What follows belongs to an exercise in optimizing a design on an open flow for small area, a short achievable clock period and few clock cycles per item; a production flow would make more cautious choices.
The RTL of this run was laid out without a check of its function.

`flow/config.mk`:
```
export PLATFORM = sky130hd
export DESIGN_NAME = axis_csum_engine
export DESIGN_NICKNAME = axis_csum_engine
export VERILOG_FILES = /design/flow/design.v
export SDC_FILE = /design/flow/constraint.sdc
export NUM_CORES = 8
export LEC_CHECK = 0
export ABC_CLOCK_PERIOD_IN_PS = 4000
export CAP_MARGIN = 20
export CORE_AREA = 4 4 416 416
export DIE_AREA = 0 0 420 420
export SETUP_SLACK_MARGIN = 5
export SLEW_MARGIN = 20
```
`flow/constraint.sdc`:
```
create_clock -name core_clock -period 11.0 [get_ports {clk}]
set_input_delay 2.2000 -clock core_clock [delete_from_list [all_inputs] [get_ports {clk}]]
set_output_delay 2.2000 -clock core_clock [all_outputs]
set_load 0.01 [all_outputs]
```
`flow/design.v`:
```
module axis_csum_engine
#(
  parameter int unsigned DATA_WIDTH = 512,
  parameter int unsigned KEEP_WIDTH = DATA_WIDTH / 8,
  parameter int unsigned ID_WIDTH   = 8,
  parameter int unsigned DEST_WIDTH = 4,
  parameter int unsigned USER_WIDTH = 4,
  parameter int unsigned HDR_BYTES  = 20,
  parameter int unsigned ENABLE     = 1,
  parameter int unsigned OFF_WIDTH  = $clog2(KEEP_WIDTH)
) (
  input  logic                  clk,
  input  logic                  rst,
  input  logic                  csum_enable,
  input  logic                  csum_mode,
  input  logic [OFF_WIDTH-1:0]  csum_start,
  input  logic [OFF_WIDTH-1:0]  csum_offset,
  input  logic [DATA_WIDTH-1:0] s_axis_tdata,
  input  logic [KEEP_WIDTH-1:0] s_axis_tkeep,
  input  logic                  s_axis_tvalid,
  output logic                  s_axis_tready,
  input  logic                  s_axis_tlast,
  input  logic [ID_WIDTH-1:0]   s_axis_tid,
  input  logic [DEST_WIDTH-1:0] s_axis_tdest,
  input  logic [USER_WIDTH-1:0] s_axis_tuser,
  output logic [DATA_WIDTH-1:0] m_axis_tdata,
  output logic [KEEP_WIDTH-1:0] m_axis_tkeep,
  output logic                  m_axis_tvalid,
  input  logic                  m_axis_tready,
  output logic                  m_axis_tlast,
  output logic [ID_WIDTH-1:0]   m_axis_tid,
  output logic [DEST_WIDTH-1:0] m_axis_tdest,
  output logic [USER_WIDTH-1:0] m_axis_tuser,
  output logic                  m_stat_valid,
  output logic                  m_stat_ok,
  output logic                  m_stat_err
);
  logic en, s_fire, in_frame;
  assign en = !m_axis_tvalid || m_axis_tready;
  assign s_axis_tready = en;
  assign s_fire = s_axis_tvalid && en;
  always_ff @(posedge clk) begin
    if (rst) in_frame <= 1'b0;
    else if (s_fire) in_frame <= !s_axis_tlast;
  end
  logic [4:0]  a, ow;
  logic [31:0] ge, win, fld, kp, inc;
  logic       gen, hdr, err;
  assign a   = csum_start[5:1];
  assign ow  = csum_offset[5:1];
  assign gen = !csum_mode;
  assign hdr = !in_frame && csum_enable;
  always_comb begin
    for (int j = 0; j < 32; j++) begin
      ge[j]  = (a <= 5'(j));
      fld[j] = (ow == 5'(j));
      kp[j]  = s_axis_tkeep[2*j] && s_axis_tkeep[2*j+1];
    end
  end
  assign win = ge & ~{ge[21:0], 10'd0};
  assign inc = win & ~(fld & {32{gen}});
  assign err = csum_start[0] || csum_offset[0] || (a > 5'd22) ||
               !(|(win & fld)) || (|(win & ~kp));
  wire [15:0] op0 = s_axis_tdata[15:0] & {16{inc[0]}};
  wire [15:0] op1 = s_axis_tdata[31:16] & {16{inc[1]}};
  wire [15:0] op2 = s_axis_tdata[47:32] & {16{inc[2]}};
  wire [15:0] op3 = s_axis_tdata[63:48] & {16{inc[3]}};
  wire [15:0] op4 = s_axis_tdata[79:64] & {16{inc[4]}};
  wire [15:0] op5 = s_axis_tdata[95:80] & {16{inc[5]}};
  wire [15:0] op6 = s_axis_tdata[111:96] & {16{inc[6]}};
  wire [15:0] op7 = s_axis_tdata[127:112] & {16{inc[7]}};
  wire [15:0] op8 = s_axis_tdata[143:128] & {16{inc[8]}};
  wire [15:0] op9 = s_axis_tdata[159:144] & {16{inc[9]}};
  wire [15:0] op10 = s_axis_tdata[175:160] & {16{inc[10]}};
  wire [15:0] op11 = s_axis_tdata[191:176] & {16{inc[11]}};
  wire [15:0] op12 = s_axis_tdata[207:192] & {16{inc[12]}};
  wire [15:0] op13 = s_axis_tdata[223:208] & {16{inc[13]}};
  wire [15:0] op14 = s_axis_tdata[239:224] & {16{inc[14]}};
  wire [15:0] op15 = s_axis_tdata[255:240] & {16{inc[15]}};
  wire [15:0] op16 = s_axis_tdata[271:256] & {16{inc[16]}};
  wire [15:0] op17 = s_axis_tdata[287:272] & {16{inc[17]}};
  wire [15:0] op18 = s_axis_tdata[303:288] & {16{inc[18]}};
  wire [15:0] op19 = s_axis_tdata[319:304] & {16{inc[19]}};
  wire [15:0] op20 = s_axis_tdata[335:320] & {16{inc[20]}};
  wire [15:0] op21 = s_axis_tdata[351:336] & {16{inc[21]}};
  wire [15:0] op22 = s_axis_tdata[367:352] & {16{inc[22]}};
  wire [15:0] op23 = s_axis_tdata[383:368] & {16{inc[23]}};
  wire [15:0] op24 = s_axis_tdata[399:384] & {16{inc[24]}};
  wire [15:0] op25 = s_axis_tdata[415:400] & {16{inc[25]}};
  wire [15:0] op26 = s_axis_tdata[431:416] & {16{inc[26]}};
  wire [15:0] op27 = s_axis_tdata[447:432] & {16{inc[27]}};
  wire [15:0] op28 = s_axis_tdata[463:448] & {16{inc[28]}};
  wire [15:0] op29 = s_axis_tdata[479:464] & {16{inc[29]}};
  wire [15:0] op30 = s_axis_tdata[495:480] & {16{inc[30]}};
  wire [15:0] op31 = s_axis_tdata[511:496] & {16{inc[31]}};
  wire [15:0] l0_s0 = op0 ^ op1 ^ op2;
  wire [15:0] l0_c0y = (op0 & op1) | (op0 & op2) | (op1 & op2);
  wire [15:0] l0_c0 = {l0_c0y[14:0], l0_c0y[15]};
  wire [15:0] l0_s1 = op3 ^ op4 ^ op5;
  wire [15:0] l0_c1y = (op3 & op4) | (op3 & op5) | (op4 & op5);
  wire [15:0] l0_c1 = {l0_c1y[14:0], l0_c1y[15]};
  wire [15:0] l0_s2 = op6 ^ op7 ^ op8;
  wire [15:0] l0_c2y = (op6 & op7) | (op6 & op8) | (op7 & op8);
  wire [15:0] l0_c2 = {l0_c2y[14:0], l0_c2y[15]};
  wire [15:0] l0_s3 = op9 ^ op10 ^ op11;
  wire [15:0] l0_c3y = (op9 & op10) | (op9 & op11) | (op10 & op11);
  wire [15:0] l0_c3 = {l0_c3y[14:0], l0_c3y[15]};
  wire [15:0] l0_s4 = op12 ^ op13 ^ op14;
  wire [15:0] l0_c4y = (op12 & op13) | (op12 & op14) | (op13 & op14);
  wire [15:0] l0_c4 = {l0_c4y[14:0], l0_c4y[15]};
  wire [15:0] l0_s5 = op15 ^ op16 ^ op17;
  wire [15:0] l0_c5y = (op15 & op16) | (op15 & op17) | (op16 & op17);
  wire [15:0] l0_c5 = {l0_c5y[14:0], l0_c5y[15]};
  wire [15:0] l0_s6 = op18 ^ op19 ^ op20;
  wire [15:0] l0_c6y = (op18 & op19) | (op18 & op20) | (op19 & op20);
  wire [15:0] l0_c6 = {l0_c6y[14:0], l0_c6y[15]};
  wire [15:0] l0_s7 = op21 ^ op22 ^ op23;
  wire [15:0] l0_c7y = (op21 & op22) | (op21 & op23) | (op22 & op23);
  wire [15:0] l0_c7 = {l0_c7y[14:0], l0_c7y[15]};
  wire [15:0] l0_s8 = op24 ^ op25 ^ op26;
  wire [15:0] l0_c8y = (op24 & op25) | (op24 & op26) | (op25 & op26);
  wire [15:0] l0_c8 = {l0_c8y[14:0], l0_c8y[15]};
  wire [15:0] l0_s9 = op27 ^ op28 ^ op29;
  wire [15:0] l0_c9y = (op27 & op28) | (op27 & op29) | (op28 & op29);
  wire [15:0] l0_c9 = {l0_c9y[14:0], l0_c9y[15]};
  wire [15:0] l1_s0 = l0_s0 ^ l0_c0 ^ l0_s1;
  wire [15:0] l1_c0y = (l0_s0 & l0_c0) | (l0_s0 & l0_s1) | (l0_c0 & l0_s1);
  wire [15:0] l1_c0 = {l1_c0y[14:0], l1_c0y[15]};
  wire [15:0] l1_s1 = l0_c1 ^ l0_s2 ^ l0_c2;
  wire [15:0] l1_c1y = (l0_c1 & l0_s2) | (l0_c1 & l0_c2) | (l0_s2 & l0_c2);
  wire [15:0] l1_c1 = {l1_c1y[14:0], l1_c1y[15]};
  wire [15:0] l1_s2 = l0_s3 ^ l0_c3 ^ l0_s4;
  wire [15:0] l1_c2y = (l0_s3 & l0_c3) | (l0_s3 & l0_s4) | (l0_c3 & l0_s4);
  wire [15:0] l1_c2 = {l1_c2y[14:0], l1_c2y[15]};
  wire [15:0] l1_s3 = l0_c4 ^ l0_s5 ^ l0_c5;
  wire [15:0] l1_c3y = (l0_c4 & l0_s5) | (l0_c4 & l0_c5) | (l0_s5 & l0_c5);
  wire [15:0] l1_c3 = {l1_c3y[14:0], l1_c3y[15]};
  wire [15:0] l1_s4 = l0_s6 ^ l0_c6 ^ l0_s7;
  wire [15:0] l1_c4y = (l0_s6 & l0_c6) | (l0_s6 & l0_s7) | (l0_c6 & l0_s7);
  wire [15:0] l1_c4 = {l1_c4y[14:0], l1_c4y[15]};
  wire [15:0] l1_s5 = l0_c7 ^ l0_s8 ^ l0_c8;
  wire [15:0] l1_c5y = (l0_c7 & l0_s8) | (l0_c7 & l0_c8) | (l0_s8 & l0_c8);
  wire [15:0] l1_c5 = {l1_c5y[14:0], l1_c5y[15]};
  wire [15:0] l1_s6 = l0_s9 ^ l0_c9 ^ op30;
  wire [15:0] l1_c6y = (l0_s9 & l0_c9) | (l0_s9 & op30) | (l0_c9 & op30);
  wire [15:0] l1_c6 = {l1_c6y[14:0], l1_c6y[15]};
  wire [15:0] l2_s0 = l1_s0 ^ l1_c0 ^ l1_s1;
  wire [15:0] l2_c0y = (l1_s0 & l1_c0) | (l1_s0 & l1_s1) | (l1_c0 & l1_s1);
  wire [15:0] l2_c0 = {l2_c0y[14:0], l2_c0y[15]};
  wire [15:0] l2_s1 = l1_c1 ^ l1_s2 ^ l1_c2;
  wire [15:0] l2_c1y = (l1_c1 & l1_s2) | (l1_c1 & l1_c2) | (l1_s2 & l1_c2);
  wire [15:0] l2_c1 = {l2_c1y[14:0], l2_c1y[15]};
  wire [15:0] l2_s2 = l1_s3 ^ l1_c3 ^ l1_s4;
  wire [15:0] l2_c2y = (l1_s3 & l1_c3) | (l1_s3 & l1_s4) | (l1_c3 & l1_s4);
  wire [15:0] l2_c2 = {l2_c2y[14:0], l2_c2y[15]};
  wire [15:0] l2_s3 = l1_c4 ^ l1_s5 ^ l1_c5;
  wire [15:0] l2_c3y = (l1_c4 & l1_s5) | (l1_c4 & l1_c5) | (l1_s5 & l1_c5);
  wire [15:0] l2_c3 = {l2_c3y[14:0], l2_c3y[15]};
  wire [15:0] l2_s4 = l1_s6 ^ l1_c6 ^ op31;
  wire [15:0] l2_c4y = (l1_s6 & l1_c6) | (l1_s6 & op31) | (l1_c6 & op31);
  wire [15:0] l2_c4 = {l2_c4y[14:0], l2_c4y[15]};
  wire [15:0] l3_s0 = l2_s0 ^ l2_c0 ^ l2_s1;
  wire [15:0] l3_c0y = (l2_s0 & l2_c0) | (l2_s0 & l2_s1) | (l2_c0 & l2_s1);
  wire [15:0] l3_c0 = {l3_c0y[14:0], l3_c0y[15]};
  wire [15:0] l3_s1 = l2_c1 ^ l2_s2 ^ l2_c2;
  wire [15:0] l3_c1y = (l2_c1 & l2_s2) | (l2_c1 & l2_c2) | (l2_s2 & l2_c2);
  wire [15:0] l3_c1 = {l3_c1y[14:0], l3_c1y[15]};
  wire [15:0] l3_s2 = l2_s3 ^ l2_c3 ^ l2_s4;
  wire [15:0] l3_c2y = (l2_s3 & l2_c3) | (l2_s3 & l2_s4) | (l2_c3 & l2_s4);
  wire [15:0] l3_c2 = {l3_c2y[14:0], l3_c2y[15]};
  logic s1_valid, s1_hdr, s1_gen, s1_err, s1_last;
  logic [31:0] s1_fld;
  logic [511:0] s1_data;
  logic [63:0] s1_keep;
  logic [7:0] s1_id;
  logic [3:0] s1_dest, s1_user;
  logic [15:0] s1_op [7];
  always_ff @(posedge clk) begin
    if (rst) s1_valid <= 1'b0;
    else if (en) s1_valid <= s_axis_tvalid;
  end
  always_ff @(posedge clk) begin
    if (en) begin
      s1_hdr  <= hdr;
      s1_gen  <= gen;
      s1_err  <= err;
      s1_fld  <= fld;
      s1_data <= s_axis_tdata;
      s1_keep <= s_axis_tkeep;
      s1_last <= s_axis_tlast;
      s1_id   <= s_axis_tid;
      s1_dest <= s_axis_tdest;
      s1_user <= s_axis_tuser;
      s1_op[0] <= l3_s0;
      s1_op[1] <= l3_c0;
      s1_op[2] <= l3_s1;
      s1_op[3] <= l3_c1;
      s1_op[4] <= l3_s2;
      s1_op[5] <= l3_c2;
      s1_op[6] <= l2_c4;
    end
  end
  wire [15:0] q0 = s1_op[0];
  wire [15:0] q1 = s1_op[1];
  wire [15:0] q2 = s1_op[2];
  wire [15:0] q3 = s1_op[3];
  wire [15:0] q4 = s1_op[4];
  wire [15:0] q5 = s1_op[5];
  wire [15:0] q6 = s1_op[6];
  wire [15:0] m0_s0 = q0 ^ q1 ^ q2;
  wire [15:0] m0_c0y = (q0 & q1) | (q0 & q2) | (q1 & q2);
  wire [15:0] m0_c0 = {m0_c0y[14:0], m0_c0y[15]};
  wire [15:0] m0_s1 = q3 ^ q4 ^ q5;
  wire [15:0] m0_c1y = (q3 & q4) | (q3 & q5) | (q4 & q5);
  wire [15:0] m0_c1 = {m0_c1y[14:0], m0_c1y[15]};
  wire [15:0] m1_s0 = m0_s0 ^ m0_c0 ^ m0_s1;
  wire [15:0] m1_c0y = (m0_s0 & m0_c0) | (m0_s0 & m0_s1) | (m0_c0 & m0_s1);
  wire [15:0] m1_c0 = {m1_c0y[14:0], m1_c0y[15]};
  wire [15:0] m2_s0 = m1_s0 ^ m1_c0 ^ m0_c1;
  wire [15:0] m2_c0y = (m1_s0 & m1_c0) | (m1_s0 & m0_c1) | (m1_c0 & m0_c1);
  wire [15:0] m2_c0 = {m2_c0y[14:0], m2_c0y[15]};
  wire [15:0] m3_s0 = m2_s0 ^ m2_c0 ^ q6;
  wire [15:0] m3_c0y = (m2_s0 & m2_c0) | (m2_s0 & q6) | (m2_c0 & q6);
  wire [15:0] m3_c0 = {m3_c0y[14:0], m3_c0y[15]};
  logic [15:0] sum, ck;
  logic [15:0] ag, ap;
  assign ag = m3_s0 & m3_c0;
  assign ap = m3_s0 ^ m3_c0;
  logic [15:0] kg0, kp0;
  assign kg0 = ag | (ap & {ag[14:0], ag[15:15]});
  assign kp0 = ap & {ap[14:0], ap[15:15]};
  logic [15:0] kg1, kp1;
  assign kg1 = kg0 | (kp0 & {kg0[13:0], kg0[15:14]});
  assign kp1 = kp0 & {kp0[13:0], kp0[15:14]};
  logic [15:0] kg2, kp2;
  assign kg2 = kg1 | (kp1 & {kg1[11:0], kg1[15:12]});
  assign kp2 = kp1 & {kp1[11:0], kp1[15:12]};
  logic [15:0] kg3, kp3;
  assign kg3 = kg2 | (kp2 & {kg2[7:0], kg2[15:8]});
  assign kp3 = kp2 & {kp2[7:0], kp2[15:8]};
  assign sum = ap ^ {kg3[14:0], kg3[15]};
  assign ck  = ~sum;
  logic vok;
  assign vok = ((m3_s0 ^ m3_c0) == 16'hFFFF) || ((m3_s0 & m3_c0) == 16'hFFFF);
  logic [31:0] ins;
  assign ins = s1_fld & {32{s1_hdr && !s1_err && s1_gen}};
  logic [511:0] odata;
  always_comb begin
    for (int j = 0; j < 32; j++)
      odata[16*j +: 16] = ins[j] ? ck : s1_data[16*j +: 16];
  end
  always_ff @(posedge clk) begin
    if (rst) m_axis_tvalid <= 1'b0;
    else if (en) m_axis_tvalid <= s1_valid;
  end
  always_ff @(posedge clk) begin
    if (en) begin
      m_axis_tdata <= odata;
      m_axis_tkeep <= s1_keep;
      m_axis_tlast <= s1_last;
      m_axis_tid   <= s1_id;
      m_axis_tdest <= s1_dest;
      m_axis_tuser <= s1_user;
      m_stat_valid <= s1_hdr;
      m_stat_err   <= s1_hdr && s1_err;
      m_stat_ok    <= s1_hdr && !s1_err && (s1_gen || vok);
    end
  end
endmodule
```
`flow/flow/run.sh`:
```
#!/bin/bash
# Own layout flow: the standard ORFS layout (standard.sh, unchanged synthesis),
# with the port buffers that buffer_ports inserts taken from a smaller buffer cell.
# Every input and output port still gets its own buffer; later repair steps may resize it.
set -euo pipefail
export BUFFER_PORTS_ARGS="-buffer_cell sky130_fd_sc_hd__buf_1"
bash standard.sh finish > standard_make.log 2>&1
```
`flow/standard.sh`:
```
#!/bin/bash
# synth_recipe.tcl (not shown) runs the flow's synth.tcl, then flattens the netlist and writes it again
# the make line also repeats each setting of config.mk as NAME=value (left out here)
make -C /OpenROAD-flow-scripts/flow DESIGN_CONFIG=/design/flow/config.mk WORK_HOME=/design/flow/orfs CLKGATE_MAP_FILE= SYNTH_SCRIPT=/design/flow/synth_recipe.tcl "${@:-finish}"
```
==> metrics.cfg <==
[logic_synthesis]
yosys-top-cells-count=1336 x edfxtp_1, 900 x nand2_1, 480 x fa_1
yosysTopAreaCell=edfxtp_1
synth_seq_area_share_pct=63.9
synth.top_cell.area_share_pct=63.8
synth_ff_type=edfxtp_1
synth_edf_count=1336
async_reset_ff_share_pct=0
synth_most_common_cell=edfxtp_1
synthesis.area_mm2=0.0628
yosysWarnings=2
syn-num-nets=5626
syn_inst=4519
synthDistinctLibCells=68
syn_avg_cell_area_um2=13.9
ys_ff_latch=1339
synth_area_leaders=edfxtp_1 64%, fa_1 15%, nand2_1 5.4%

[die]
die_h_um=420
ios=1209
rows=150
initial_core_util_pct=37.4
fp.coreArea_mm2=0.168
die_area_mm2=0.176
dieWidth_um=420

[timing]
slew_headroom_pct=19.6
setup_viol=0
finalCritPeriodShare_pct=54.4
worst_pin_slew_ps=1210
fin_crit_ps=5980
rsz0062_at_grt=true
hold_violations=0
maxClockFrequency_mhz=167
drv_slew=0
fin_skew_ps=32.6

[cells_and_area]
multi_input_area_mm2=0.0206
final_nets=6859
drive_gt1_share_pct=7.66
fin_area_mm2=0.0759
area_growth_pct=20.8
regArea_mm2=0.0402
fillCellCount=15400
fin_cells=8103

[grt]
grt_remaining_overflow=0
grt_pass1_wl_um=360000
grt_max_degree=190
antenna_found_initial=58
grtUsageTotal_pct=30.3
grt_pass1_vias=43000

[worst_setup_path]
path_depth=14
crit_fanout=18
cp_cell_sequence=fa_1, inv_1, fa_1, fa_1, inv_1, fa_1, ha_1, a21oi_1, o21ai_0, a21oi_1, o31ai_1, xor2_4, buf_4, o21ai_0
critPathLaunchType=register
path_buf_inv=3
r2r_cells=14
cp_common_cell=fa_1
arrival_ps=6450
worstSetupPathType=register to register
end_kind=register
slowest_delay_ps=660
worst_ep_required_time_ps=11470
cp_slowest_cell=ha_1
crit_family=adder cells

[clocking]
cts.sinks=1339
cts_made_buffers=150
cts_htree_levels=4
clk-insertion-delay-late_ps=810
cts.reportedPaths.clkPinSlew_ps=60
clock_path_buffers=3
root_buffer=clkbuf_16
cts_tree=done

[placement]
dp.cells=7781
place_area_mm2=0.0705
portBuffers=1208
place.gp.congestion=0.940
place_hpwl_um=212000

[hold_path]
hold_depth=0
hold_class=register to register

[route]
final_antenna_net_count=0
wl_per_cell_um=33.7
drt_wl_total_um=273000
first_iter_violations=5430
dr_total_vias=43700
avgViaCountPerCell=5.39
drc=0
drtPass1Iterations=7

[outcome]
status=timing/DRC/antenna clean

[run]
cap_violations=0

## per-layer routing
metal | GRT usage, % | share of wire, % | vias up
li1 | - | - | 18100
met1 | 37.4 | 37 | 22500
met2 | 52.7 | 50 | 2578
met3 | 6.27 | 8.4 | 500
met4 | 11.0 | 4.3 | 18
met5 | 0 | 0.042 | -
## final timing paths
| kind | start | endpoint | slack, ps |
|---|---|---|---|
| worst min register to register | s1_keep[25] | m_axis_tkeep[25] | 400 |
| worst max-delay path | s1_op[3][14] | m_axis_tdata[445] | 5020 |
| worst max register to register | s1_op[3][14] | m_axis_tdata[445] | 5020 |
| worst min-delay path | s1_keep[25] | m_axis_tkeep[25] | 400 |
## cells by family after synthesis
family,count (synthesis),synth area share (%)
xor+xnor,9,0.125
mux,3,0.0498
fa+ha+maj,496,15.6
compound gates,686,7.02
buf+inv,702,4.30
simple gates,1284,8.95
flops,1339,63.9
## flip-flops by register name, summed over array words and instances, names as in the netlist, 8 cells and up
| register | count |
|---|---|
| s1_fld | 32 |
| m_axis_tid | 8 |
| s1_keep | 64 |
| m_axis_tkeep | 64 |
| m_axis_tdata | 512 |
| s1_op | 112 |
| s1_data | 512 |
| s1_id | 8 |
## area by class of cell
class	instances	area share, %
Timing Repair Buffer	1328	7.45
Tap cell	2204	3.63
Sequential cell	1339	52.9
Clock inverter	97	1.32
Inverter	455	2.26
Multi-Input combinational cell	2478	27.1
Antenna cell	26	0.0857
Clock buffer	176	5.17
## metrics by stage
step / TNS (ps) / utilization [%] / hold WS (ps) / worst slack, ps
6_report: 0 / 45.2 / 397 / 5020
5_1_grt: 0 / 45.2 / 411 / 4880
4_1_cts: 0 / 45.0 / 405 / 4980
3_5_place_dp: 0 / 42.0 / 405 / 3550
3_3_place_gp: 0 / 41.9 / 400 / 3330
2_1_floorplan: -1411890 / - / 400 / -2440
## cells in the final DEF, fill, tap and decap left out, drive strengths merged, types with 8 or more instances in the layout
master,count
o21ai,303
clkinv,66
a21oi,45
ha,16
o31ai,260
nand2,901
nor2,61
nand4,22
o21a,9
xor2,8
nor3,12
fa,480
a21boi,12
clkbuf,180
nand3,25
edfxtp,1336
a21o,10
and2,217
clkinvlp,9
bufinv,13
o41ai,8
nor4,11
diode,26
buf,1323
inv,464
## repair_timing
action / CTS / global route
pin swaps: 5 / 3
endpoints found under the setup margin: 224 / 152
gates resized for setup: 19 / 19
hold endpoints to repair: 0 / 0
hold buffers: 0 / 0
setup buffers: 17 / 4

static timing again, ports no longer ideal:
Ports are ideal in the flow. The routed layout listed here was re-timed in OpenROAD. Step 1: set_driving_cell puts a clkbuf_16 on clk and a buf_2 on each other input, an assumption about the parent block. Step 2 moves the port delays by t, midway between the first and last clock arrival at a register: inputs arrive t later, outputs are due t later. That takes back most of the time a late clock gives input paths. Three values: ideal ports, drivers, drivers and shift; two values: the first two.
shift t [ns]: 0.877
setup WS [ns]: 5.017 / 5.017 / 4.195
worst hold slack (ns): 0.397 / 0.397 / 0.397
worst slew at a driven data input, ns: 0.19
cell pins on the clock port's net: 1
After both steps setup and hold are still met in this run. The setup slack of this run moves by 0.000 ns with the drivers and by -0.822 ns with both steps.
